What follows belongs to an exercise in optimizing a design on an open flow for a short achievable clock period and few clock cycles; a production flow would make more cautious choices. Function not checked in this run: the RTL went through the layout flow alone. Power is estimated from default activity; no workload was simulated.

===== flow/run.sh =====
#!/bin/bash
# synth_recipe.tcl (not shown) runs the flow's synth.tcl, then flattens the netlist and writes it again
# the make line also repeats each setting of config.mk as NAME=value (left out here)
make -C /OpenROAD-flow-scripts/flow DESIGN_CONFIG=/design/flow/config.mk WORK_HOME=/design/flow/orfs CLKGATE_MAP_FILE= SYNTH_SCRIPT=/design/flow/synth_recipe.tcl finish

===== flow/config.mk =====
export PLATFORM = sky130hd
export DESIGN_NAME = lsu_top
export DESIGN_NICKNAME = lsu_top
export VERILOG_FILES = /design/flow/design.v
export SDC_FILE = /design/flow/constraint.sdc
export NUM_CORES = 4
export LEC_CHECK = 0
export ABC_CLOCK_PERIOD_IN_PS = 1500
export CAP_MARGIN = 20
export CORE_MARGIN = 2
export CORE_UTILIZATION = 65
export CTS_CLUSTER_DIAMETER = 60
export CTS_CLUSTER_SIZE = 40
export PLACE_DENSITY = 0.75
export SETUP_SLACK_MARGIN = 3.0
export SLEW_MARGIN = 20

===== flow/constraint.sdc =====
create_clock -name core_clock -period 5.0 [get_ports {clk}]
set_input_delay 1.0000 -clock core_clock [delete_from_list [all_inputs] [get_ports {clk}]]
set_output_delay 1.0000 -clock core_clock [all_outputs]
set_load 0.01 [all_outputs]

===== flow/design.v =====
package lsu_pkg;
localparam int XLEN     = 32;
localparam int ADDR_LEN = 32;
localparam int PC_LEN   = 32;
localparam int STRB_LEN = XLEN / 8;
localparam int OFF_LEN  = $clog2(STRB_LEN);    
localparam int RAM_WORDS = 64;
localparam int RAM_AW    = $clog2(RAM_WORDS);
typedef logic [XLEN-1:0]     word_t;
typedef logic [ADDR_LEN-1:0] addr_t;
typedef logic [STRB_LEN-1:0] strb_t;
localparam strb_t MASK_BYTE = 4'b0001;
localparam strb_t MASK_HALF = 4'b0011;
localparam strb_t MASK_WORD = 4'b1111;
endpackage
`timescale 1ns/1ps
module store_align (
    input  lsu_pkg::addr_t    addr_i,
    input  lsu_pkg::strb_t    byte_i,
    input  lsu_pkg::word_t    wdata_i,
    output logic              misaligned_o,
    output lsu_pkg::strb_t    strb_o,
    output lsu_pkg::word_t    wdata_o
);
logic [lsu_pkg::OFF_LEN-1:0] off;
assign off = addr_i[lsu_pkg::OFF_LEN-1:0];
assign misaligned_o = ((byte_i == lsu_pkg::MASK_HALF) && off[0]) ||
                      ((byte_i == lsu_pkg::MASK_WORD) && (off != '0));
always_comb begin
    case (off)
        2'd1: begin
            strb_o  = {byte_i[2:0], byte_i[3]};
            wdata_o = {wdata_i[23:0], wdata_i[31:24]};
        end
        2'd2: begin
            strb_o  = {byte_i[1:0], byte_i[3:2]};
            wdata_o = {wdata_i[15:0], wdata_i[31:16]};
        end
        2'd3: begin
            strb_o  = {byte_i[0], byte_i[3:1]};
            wdata_o = {wdata_i[7:0], wdata_i[31:8]};
        end
        default: begin
            strb_o  = byte_i;
            wdata_o = wdata_i;
        end
    endcase
end
endmodule
`timescale 1ns/1ps
module load_align (
    input  logic [lsu_pkg::OFF_LEN-1:0] offset_i,
    input  lsu_pkg::strb_t              mask_i,
    input  logic                        sign_ext_i,
    input  lsu_pkg::word_t              rdata_i,
    output lsu_pkg::word_t              ext_data_o
);
lsu_pkg::word_t rot;
always_comb begin
    case (offset_i)
        2'd1: begin
            rot = {rdata_i[7:0], rdata_i[31:8]};
        end
        2'd2: begin
            rot = {rdata_i[15:0], rdata_i[31:16]};
        end
        2'd3: begin
            rot = {rdata_i[23:0], rdata_i[31:24]};
        end
        default: begin
            rot = rdata_i;
        end
    endcase
end
always_comb begin
    case (mask_i)
        lsu_pkg::MASK_WORD: begin
            ext_data_o = rot;
        end
        lsu_pkg::MASK_HALF: begin
            ext_data_o = {{16{sign_ext_i & rot[15]}}, rot[15:0]};
        end
        lsu_pkg::MASK_BYTE: begin
            ext_data_o = {{24{sign_ext_i & rot[7]}}, rot[7:0]};
        end
        default: begin
            ext_data_o = '0;    
        end
    endcase
end
endmodule
`timescale 1ns/1ps
module lsu_ctrl (
    input  logic                          clk,
    input  logic                          rstn,
    input  logic [lsu_pkg::PC_LEN-1:0]    pc_i,
    input  logic                          req_i,
    input  logic                          wr_i,
    input  logic                          sign_ext_i,
    input  lsu_pkg::strb_t                byte_i,
    input  lsu_pkg::addr_t                addr_i,
    input  logic                          misaligned_i,
    input  lsu_pkg::strb_t                strb_i,
    input  lsu_pkg::word_t                wdata_i,
    input  lsu_pkg::word_t                ext_data_i,
    output logic                          dmem_req_o,
    output lsu_pkg::addr_t                dmem_addr_o,
    output logic                          dmem_wr_o,
    output lsu_pkg::strb_t                dmem_strb_o,
    output lsu_pkg::word_t                dmem_wdata_o,
    input  logic                          dmem_err_i,
    input  logic                          dmem_busy_i,
    output logic [lsu_pkg::OFF_LEN-1:0]   offset_o,
    output lsu_pkg::strb_t                mask_o,
    output logic                          sign_ext_o,
    output lsu_pkg::word_t                rdata_o,
    output logic                          hazard_o,
    output logic                          fault_o,
    output logic                          load_misaligned_o,
    output logic                          store_misaligned_o,
    output logic                          load_access_fault_o,
    output logic                          store_access_fault_o,
    output lsu_pkg::addr_t                bad_addr_o,
    output logic [lsu_pkg::PC_LEN-1:0]    fault_pc_o
);
logic           accept;
logic           take_mis;   
logic           done;
logic           load_done;
logic           pending;
logic           kind_wr;    
lsu_pkg::word_t data_latch;
assign accept    = req_i & ~misaligned_i & ~pending;
assign done      = pending & ~dmem_busy_i;
assign take_mis  = req_i & misaligned_i & (~pending | done);
assign load_done = done & ~kind_wr & ~dmem_err_i;
assign hazard_o = pending & (~done | (req_i & ~misaligned_i));
assign dmem_req_o   = accept;
assign dmem_addr_o  = addr_i;
assign dmem_wr_o    = wr_i;
assign dmem_strb_o  = strb_i;
assign dmem_wdata_o = wdata_i;
assign rdata_o = load_done ? ext_data_i : data_latch;
assign load_access_fault_o  = done & dmem_err_i & ~kind_wr;
assign store_access_fault_o = done & dmem_err_i &  kind_wr;
assign fault_o = load_access_fault_o | store_access_fault_o |
                 load_misaligned_o | store_misaligned_o;
always_ff @(posedge clk or negedge rstn) begin
    if (~rstn) begin
        pending <= 1'b0;
        kind_wr <= 1'b0;
    end else if (accept) begin
        pending <= 1'b1;
        kind_wr <= wr_i;
    end else if (done) begin
        pending <= 1'b0;
    end
end
always_ff @(posedge clk or negedge rstn) begin
    if (~rstn) begin
        load_misaligned_o  <= 1'b0;
        store_misaligned_o <= 1'b0;
    end else begin
        load_misaligned_o  <= take_mis & ~wr_i;
        store_misaligned_o <= take_mis &  wr_i;
    end
end
always_ff @(posedge clk or negedge rstn) begin
    if (~rstn) begin
        bad_addr_o <= '0;
        fault_pc_o <= '0;
        data_latch <= '0;
    end else begin
        if (accept | take_mis) begin
            bad_addr_o <= addr_i;
            fault_pc_o <= pc_i;
        end
        if (load_done) begin
            data_latch <= ext_data_i;
        end
    end
end
always_ff @(posedge clk) begin
    if (accept) begin
        offset_o   <= addr_i[lsu_pkg::OFF_LEN-1:0];
        mask_o     <= byte_i;
        sign_ext_o <= sign_ext_i;
    end
end
endmodule
`timescale 1ns/1ps
module apb_dmem_master (
    input  logic              clk,
    input  logic              rstn,
    input  logic              dmem_req_i,
    input  lsu_pkg::addr_t    dmem_addr_i,
    input  logic              dmem_wr_i,
    input  lsu_pkg::strb_t    dmem_strb_i,
    input  lsu_pkg::word_t    dmem_wdata_i,
    output lsu_pkg::word_t    dmem_rdata_o,
    output logic              dmem_err_o,
    output logic              dmem_busy_o,
    output logic              psel_o,
    output logic              penable_o,
    output logic              pwrite_o,
    output lsu_pkg::addr_t    paddr_o,
    output lsu_pkg::word_t    pwdata_o,
    output lsu_pkg::strb_t    pstrb_o,
    input  lsu_pkg::word_t    prdata_i,
    input  logic              pready_i,
    input  logic              pslverr_i
);
typedef enum logic [1:0] {
    ST_IDLE,
    ST_SETUP,
    ST_ACCESS
} state_t;
state_t         state;
state_t         state_nxt;
logic           access_done;
logic           wr_q;
lsu_pkg::addr_t addr_q;
lsu_pkg::word_t wdata_q;
lsu_pkg::strb_t strb_q;
assign access_done = (state == ST_ACCESS) & pready_i;
always_comb begin
    state_nxt = state;
    case (state)
        ST_IDLE: begin
            if (dmem_req_i) begin
                state_nxt = ST_SETUP;
            end
        end
        ST_SETUP: begin
            state_nxt = ST_ACCESS;
        end
        ST_ACCESS: begin
            if (pready_i) begin
                state_nxt = dmem_req_i ? ST_SETUP : ST_IDLE;    
            end
        end
        default: begin
            state_nxt = ST_IDLE;
        end
    endcase
end
always_ff @(posedge clk or negedge rstn) begin
    if (~rstn) begin
        state <= ST_IDLE;
    end else begin
        state <= state_nxt;
    end
end
always_ff @(posedge clk) begin
    if (dmem_req_i) begin
        wr_q    <= dmem_wr_i;
        addr_q  <= dmem_addr_i;
        wdata_q <= dmem_wdata_i;
        strb_q  <= dmem_strb_i;
    end
end
assign psel_o    = (state != ST_IDLE);
assign penable_o = (state == ST_ACCESS);
assign pwrite_o  = wr_q;
assign paddr_o   = addr_q;
assign pwdata_o  = wdata_q;
assign pstrb_o   = wr_q ? strb_q : '0;    
assign dmem_busy_o = (state == ST_SETUP) | ((state == ST_ACCESS) & ~pready_i);
assign dmem_rdata_o = prdata_i;
assign dmem_err_o  = access_done & pslverr_i;
endmodule
`timescale 1ns/1ps
module data_ram (
    input  logic              clk,
    input  logic              rstn,
    input  logic              psel_i,
    input  logic              penable_i,
    input  logic              pwrite_i,
    input  lsu_pkg::addr_t    paddr_i,
    input  lsu_pkg::word_t    pwdata_i,
    input  lsu_pkg::strb_t    pstrb_i,
    output lsu_pkg::word_t    prdata_o,
    output logic              pready_o,
    output logic              pslverr_o
);
lsu_pkg::word_t               mem [lsu_pkg::RAM_WORDS];
logic [lsu_pkg::RAM_AW-1:0]   idx;
logic                         in_range;
logic                         setup;
logic                         access;
assign idx      = paddr_i[lsu_pkg::RAM_AW+1:2];
assign in_range = ~|paddr_i[lsu_pkg::ADDR_LEN-1:lsu_pkg::RAM_AW+2];
assign setup    = psel_i & ~penable_i;
assign access   = psel_i &  penable_i;
assign pready_o = 1'b1;    
always_ff @(posedge clk or negedge rstn) begin
    if (~rstn) begin
        pslverr_o <= 1'b0;
    end else begin
        pslverr_o <= setup & ~in_range;
    end
end
always_ff @(posedge clk) begin
    if (setup & ~pwrite_i) begin
        prdata_o <= in_range ? mem[idx] : '0;
    end
    if (access & pwrite_i & in_range) begin
        for (int b = 0; b < lsu_pkg::STRB_LEN; b++) begin
            if (pstrb_i[b]) begin
                mem[idx][8*b +: 8] <= pwdata_i[8*b +: 8];
            end
        end
    end
end
endmodule
`timescale 1ns/1ps
module lsu_top (
    input  logic                          clk,
    input  logic                          rstn,
    input  logic [lsu_pkg::PC_LEN-1:0]    pc_i,
    input  logic                          req_i,
    input  logic                          wr_i,
    input  logic                          sign_ext_i,
    input  lsu_pkg::strb_t                byte_i,
    input  lsu_pkg::addr_t                addr_i,
    input  lsu_pkg::word_t                wdata_i,
    output lsu_pkg::word_t                rdata_o,
    output logic                          hazard_o,
    output logic                          fault_o,
    output logic                          load_misaligned_o,
    output logic                          store_misaligned_o,
    output logic                          load_access_fault_o,
    output logic                          store_access_fault_o,
    output lsu_pkg::addr_t                bad_addr_o,
    output logic [lsu_pkg::PC_LEN-1:0]    fault_pc_o
);
lsu_pkg::word_t mem [lsu_pkg::RAM_WORDS];
logic           misaligned;
logic           out_of_range;
logic           ld_ok;
logic           st_ok;
lsu_pkg::strb_t st_strb;
lsu_pkg::word_t st_wdata;
logic [1:0]     off;
assign off = addr_i[1:0];
assign misaligned   = ((byte_i == lsu_pkg::MASK_HALF) && off[0]) ||
                      ((byte_i == lsu_pkg::MASK_WORD) && (off != 2'd0));
assign out_of_range = |addr_i[lsu_pkg::ADDR_LEN-1:lsu_pkg::RAM_AW+2];
assign ld_ok        = req_i & ~wr_i & ~misaligned & ~out_of_range;
assign st_ok        = req_i &  wr_i & ~misaligned & ~out_of_range;
assign hazard_o = 1'b0;
logic fault_q;
always_ff @(posedge clk or negedge rstn) begin
    if (~rstn) begin
        load_misaligned_o    <= 1'b0;
        store_misaligned_o   <= 1'b0;
        load_access_fault_o  <= 1'b0;
        store_access_fault_o <= 1'b0;
        fault_q              <= 1'b0;
    end else begin
        load_misaligned_o    <= req_i & ~wr_i & misaligned;
        store_misaligned_o   <= req_i &  wr_i & misaligned;
        load_access_fault_o  <= req_i & ~wr_i & ~misaligned & out_of_range;
        store_access_fault_o <= req_i &  wr_i & ~misaligned & out_of_range;
        fault_q              <= req_i & (misaligned | out_of_range);
    end
end
assign fault_o = fault_q;
always_ff @(posedge clk or negedge rstn) begin
    if (~rstn) begin
        bad_addr_o <= '0;
        fault_pc_o <= '0;
    end else if (req_i) begin
        bad_addr_o <= addr_i;
        fault_pc_o <= pc_i;
    end
end
always_comb begin
    case (off)
        2'd1: begin
            st_strb  = {byte_i[2:0], byte_i[3]};
            st_wdata = {wdata_i[23:0], wdata_i[31:24]};
        end
        2'd2: begin
            st_strb  = {byte_i[1:0], byte_i[3:2]};
            st_wdata = {wdata_i[15:0], wdata_i[31:16]};
        end
        2'd3: begin
            st_strb  = {byte_i[0], byte_i[3:1]};
            st_wdata = {wdata_i[7:0], wdata_i[31:8]};
        end
        default: begin
            st_strb  = byte_i;
            st_wdata = wdata_i;
        end
    endcase
end
always_ff @(posedge clk) begin
    if (st_ok) begin
        for (int b = 0; b < lsu_pkg::STRB_LEN; b++) begin
            if (st_strb[b]) begin
                mem[addr_i[7:2]][8*b +: 8] <= st_wdata[8*b +: 8];
            end
        end
    end
end
logic [63:0]    wsel;        
logic [3:0]     lsel;        
logic           sz_b;
logic           sz_h;
logic           sz_w;
lsu_pkg::word_t ld_val;
logic           ext1;        
logic           ext23;       
assign sz_b = (byte_i == lsu_pkg::MASK_BYTE);
assign sz_h = (byte_i == lsu_pkg::MASK_HALF);
assign sz_w = (byte_i == lsu_pkg::MASK_WORD);
always_comb begin
    for (int w = 0; w < lsu_pkg::RAM_WORDS; w++) begin
        wsel[w] = (addr_i[7:2] == w[5:0]);
    end
    for (int l = 0; l < 4; l++) begin
        lsel[l] = (off == l[1:0]);
    end
end
always_comb begin
    ld_val = '0;
    ext1   = 1'b0;
    ext23  = 1'b0;
    for (int w = 0; w < lsu_pkg::RAM_WORDS; w++) begin
        for (int l = 0; l < 4; l++) begin
            if (wsel[w] & lsel[l] & (sz_b | sz_h | sz_w)) begin
                ld_val[7:0] = ld_val[7:0] | mem[w][8*l +: 8];
            end
            if (wsel[w] & lsel[l] & sz_b & sign_ext_i) begin
                ext1  = ext1  | mem[w][8*l + 7];
                ext23 = ext23 | mem[w][8*l + 7];
            end
        end
        if (wsel[w] & (lsel[0] | lsel[2]) & (sz_h | sz_w)) begin
            ld_val[15:8] = ld_val[15:8] | (off[1] ? mem[w][31:24] : mem[w][15:8]);
        end
        if (wsel[w] & sz_h & sign_ext_i) begin
            ext23 = ext23 | (off[1] ? mem[w][31] : mem[w][15]);
        end
        if (wsel[w] & sz_w) begin
            ld_val[31:16] = ld_val[31:16] | mem[w][31:16];
        end
    end
    ld_val[15:8]  = ld_val[15:8]  | {8{ext1}};
    ld_val[31:16] = ld_val[31:16] | {16{ext23}};
end
always_ff @(posedge clk or negedge rstn) begin
    if (~rstn) begin
        rdata_o <= '0;
    end else if (ld_ok) begin
        rdata_o <= ld_val;
    end
end
endmodule

==> impl_metrics.ini <==
[place]
io_buffers = 205
dp_slack_ps = -884
dp_hpwl_um = 380000
gp_congestion = 1.63

[grt]
grt_pass1_wl_um = 902000
grtUsageTotal = 0.937
grt_overflow = 4002
grt_max_degree = 79
grt_pass1_vias = 93600

[yosys]
synth_seq_cells = 2149
synth.cell_area_mm2 = 0.0911
netlist_instances = 6171
netlist.top_cell.by_area = edfxtp_1
synthArstFlopShare = 0.0470
yosys_warnings = 1
synth_nets = 6276
yosysSeqAreaShare = 0.703
synthFlopType = edfxtp_1
synth_area_per_cell_um2 = 14.8
synth.distinct_cells = 88
synth_area_leaders = edfxtp_1, mux2i_1, a22oi_1
synth_edf_count = 2048
synth_top_area_frac = 0.675

[clock_network]
cts_root_buf = clkbuf_16
numCtsBuffers = 137
cts_max_path_buffers = 3
ctsHoldBuffers = 0
htreeDepth = 4
clock-sinks = 2149

[floorplan]
start_util = 0.654
die_y_um = 378
top_level_ports = 207
rows = 137
die_w_um = 378

[outcome]
haltStage = global routing
status = aborted with a tool error
stop_error = [ERROR GRT-0116] Global routing finished with congestion. Check the congestion regions in the DRC Viewer.
## per-layer routing
layer / track usage / overflow
met5: 0.830 / 136
met4: 0.911 / 754
met1: 0.927 / 955
met2: 0.995 / 1305
met3: 0.904 / 852
## cell families after synthesis
group,share of synthesized area
buffers and inverters,0.0217
flip-flops,0.703
AO/OA/AOI/OAI,0.118
multiplexers,0.0758
other,0.0000411
AND/OR/NAND/NOR,0.0817
XOR/XNOR,0.0000961
## stage by stage
step,util,cell area (um2),std cells,hold WS [ps]
after floorplan,-,94500,6171,540
after global placement,0.736,103000,8441,489
after detailed placement,0.736,103000,8441,494
after CTS,0.824,115000,9095,184
## timing repair
| action | in CTS |
|---|---|
| endpoints found under the setup margin | 4232 |
| pin swaps | 247 |
| gates cloned | 21 |
| setup buffers | 379 |
| resized for setup | 376 |
## cells in the mapped netlist, drive strengths merged, types with 10 or more instances
cell type	number
a2111oi	58
a211oi	21
a21oi	87
a221oi	48
a222oi	71
a22o	55
a22oi	636
a31oi	74
and3	142
and4	15
buf	225
clkbuf	223
dfrtp	101
edfxtp	2048
mux2	87
mux2i	509
mux4	37
nand2	331
nand2b	10
nand3	207
nand3b	13
nand4	109
nor2	390
nor3	85
nor4	83
o21ai	49
o22ai	199
o31ai	15
o32ai	38
or3	12
or4	21
## power by group through the flow
| stage | sequential [uW] | clock (uW) | combinational [uW] |
|---|---|---|---|
| 2_1_floorplan | 20500 | 0 | 1080 |
| 4_1_cts | 20000 | 12700 | 2670 |
| 3_5_place_dp | 20500 | 0 | 2450 |
| 3_3_place_gp | 20400 | 0 | 2420 |
## worst max path at each step
stage | slack, ps | cells past startpoint | from | end
global placement | -860 | 14 | addr_i[2] | rdata_o[4]
floorplan | 1480 | 11 | addr_i[5] | rdata_o[2]
detailed placement | -880 | 14 | addr_i[3] | rdata_o[4]
CTS | 1700 | 12 | addr_i[1] | rdata_o[12]
